Source: an optimization exercise on an open RTL-to-GDS flow (aim: small area, a short achievable clock period and few clock cycles per item). Production flows keep margins and buffers that such runs may drop. In this exercise RTL edits were held to simulation tests only and were not proved equivalent to the original.

== S ==
Design karatsuba_mul_sequencer, start of the top module:
module karatsuba_mul_sequencer #(
  parameter int HW    = 64,
  parameter int CNT_W = 7
) (
  input  logic              clk,
  input  logic              rst_n,
  input  logic              in_valid,
  output logic              in_ready,
  input  logic [2*HW-1:0]   a,
  input  logic [2*HW-1:0]   b,
  output logic              out_valid,
  input  logic              out_ready,
  output logic [4*HW-1:0]   product,
  output logic              busy
);
clock: 11.0 ns
lec_check: 0
cap_margin: 20
core_margin: 2
core_utilization: 30
setup_slack_margin: 5
slew_margin: 60
standard.sh (not shown) runs the stock make flow with config.mk's settings and CLKGATE_MAP_FILE= SYNTH_SCRIPT=/design/flow/synth_recipe.tcl, a recipe that flattens the netlist after the stock synthesis.
==> flow/flow/run.sh <==
#!/bin/bash
# Layout flow: the standard layout (standard.sh) with one change in synthesis: Yosys's
# synth runs with -noabc, so extract_fa finds the RTL's full adders before any ABC pass has
# restructured them (fewer polarity inverters between adders). The rest of synthesis
# (synth_recipe.tcl: -nofsm -noshare, flatten, renames) and every later step are unchanged.
set -euo pipefail
cd "$(dirname "$0")/.."
work=$(pwd)
sed 's/yosys synth -nofsm -noshare /yosys synth -nofsm -noshare -noabc /' synth_recipe.tcl > flow_synth.tcl
grep -q -- '-noabc' flow_synth.tcl
sed "s#${work}/synth_recipe.tcl#${work}/flow_synth.tcl#g" standard.sh > flow_standard.sh
grep -q "${work}/flow_synth.tcl" flow_standard.sh
bash flow_standard.sh finish > flow_make.log 2>&1
test -f out/final.def
S: full flow OK, the timing, DRC and antenna checks passed
Testbench counts of S, summed over its fixed seeds: cycles 792, items 192.
diff inputs: S => P
--- a/flow/design.v
+++ b/flow/design.v
@@ -44,16 +44,20 @@
       two[t] = (b1 & ~b0 & ~bm) | (~b1 & b0 & bm);
       neg[t] = b1;
     end
     enc = {neg, two, one};
   endfunction
   logic [47:0] enc_ld, enc_nx;
   assign enc_ld = enc(b[K-1:0], 1'b0);
   assign enc_nx = enc(b_r[2*K-1:K], b_r[K-1]);
+  logic [K-1:0] b_nx;
+  logic         bp_nx, bprev_r;
+  assign b_nx  = in_ready ? b[K-1:0] : (adv ? b_r[2*K-1:K] : b_r[K-1:0]);
+  assign bp_nx = in_ready ? 1'b0 : (adv ? b_r[K-1] : bprev_r);
   logic [128:0] sg, cg;
   assign sg = {s_r[128] | first_r, s_r[127:0] & {128{~first_r}}};
   assign cg = c_r & {129{~first_r}};
   logic [128:0] aext, a2;
   assign aext = {a_r[127], a_r};
   assign a2   = {a_r, 1'b0};
   logic [128:0] u0;
   assign u0[63:0] = ((aext[63:0] & {64{one_r[0]}}) | (a2[63:0] & {64{two_r[0]}})) ^ {64{neg_r[0]}};
@@ -5754,33 +5758,35 @@
       if (fin_done) ov_r <= 1'b1;
       else if (out_ready) ov_r <= 1'b0;
     end
   end
   always_ff @(posedge clk) begin
     if (in_ready) begin
       a_r <= a;
       b_r <= b;
-      {neg_r, two_r, one_r} <= enc_ld;
-      {negn_r, twon_r, onen_r} <= ~enc_ld;
+      bprev_r <= 1'b0;
     end else if (adv) begin
       b_r <= b_r >> K;
-      {neg_r, two_r, one_r} <= enc_nx;
-      {negn_r, twon_r, onen_r} <= ~enc_nx;
+      bprev_r <= b_r[K-1];
     end
     if (run_r & adv) begin
       s_r  <= ts[128+K:K];
       c_r  <= tc[128+K:K];
       ls_r <= ts[K-1:0];
       lc_r <= tc[K-1:0];
     end
     if (pend_r) begin
       cin_r <= lsum[K];
       plo_r <= {lsum[K-1:0], plo_r[95:K]};
     end
     if (fin_done) begin
       product_r <= {hsum, plo_r};
     end
   end
+  always_ff @(posedge clk) begin
+    {neg_r, two_r, one_r} <= enc(b_nx, bp_nx);
+    {negn_r, twon_r, onen_r} <= ~enc(b_nx, bp_nx);
+  end
   assign out_valid = ov_r;
   assign busy      = run_r | fin_r | ov_r;
   assign product   = product_r;
 endmodule
### Flow results
S has lower cell area than P.
~same xor/xnor share of the synthesized area in P and S
Across both runs, total detailed-routing wirelength was lower for P than for S.
P reports a lower highest attainable clock frequency than S does.
P: met3 track demand over resource 1.1 points below S
Post-layout net count essentially unchanged between P and S.
P leaves less setup margin than S.
Testbench counts of P, summed over its fixed seeds: cycles 792, items 192.

[separate check: timing with driven ports]
No port has a modelled driver above. Below, the same layouts with a new extraction and two added sets of constraints. Step 1 sets driving cells, clkbuf_16 on the clock port and buf_2 on the other inputs (assumed; they add their load-dependent delay and slew). Step 2, shift: input delay + t, output delay - t, t = (earliest + latest rising clock arrival at the registers) / 2. This alone moves slack from input paths to output paths. Slacks: ideal ports / drivers / drivers and shift; pairs: ideal ports / drivers.
| run | shift t [ns] | setup slack, ns | worst setup path at the end | latest minus earliest clock arrival (ns) | slew at the worst register clock pin (ns) |
|---|---|---|---|---|---|
| S | 0.949 | 5.607 / 5.607 / 5.607 | register to register | 0.064 / 0.064 | 0.08 / 0.08 |
| P | 0.959 | 5.555 / 5.555 / 5.555 | register to register | 0.081 / 0.081 | 0.09 / 0.09 |
After both steps every run listed still meets setup and hold.
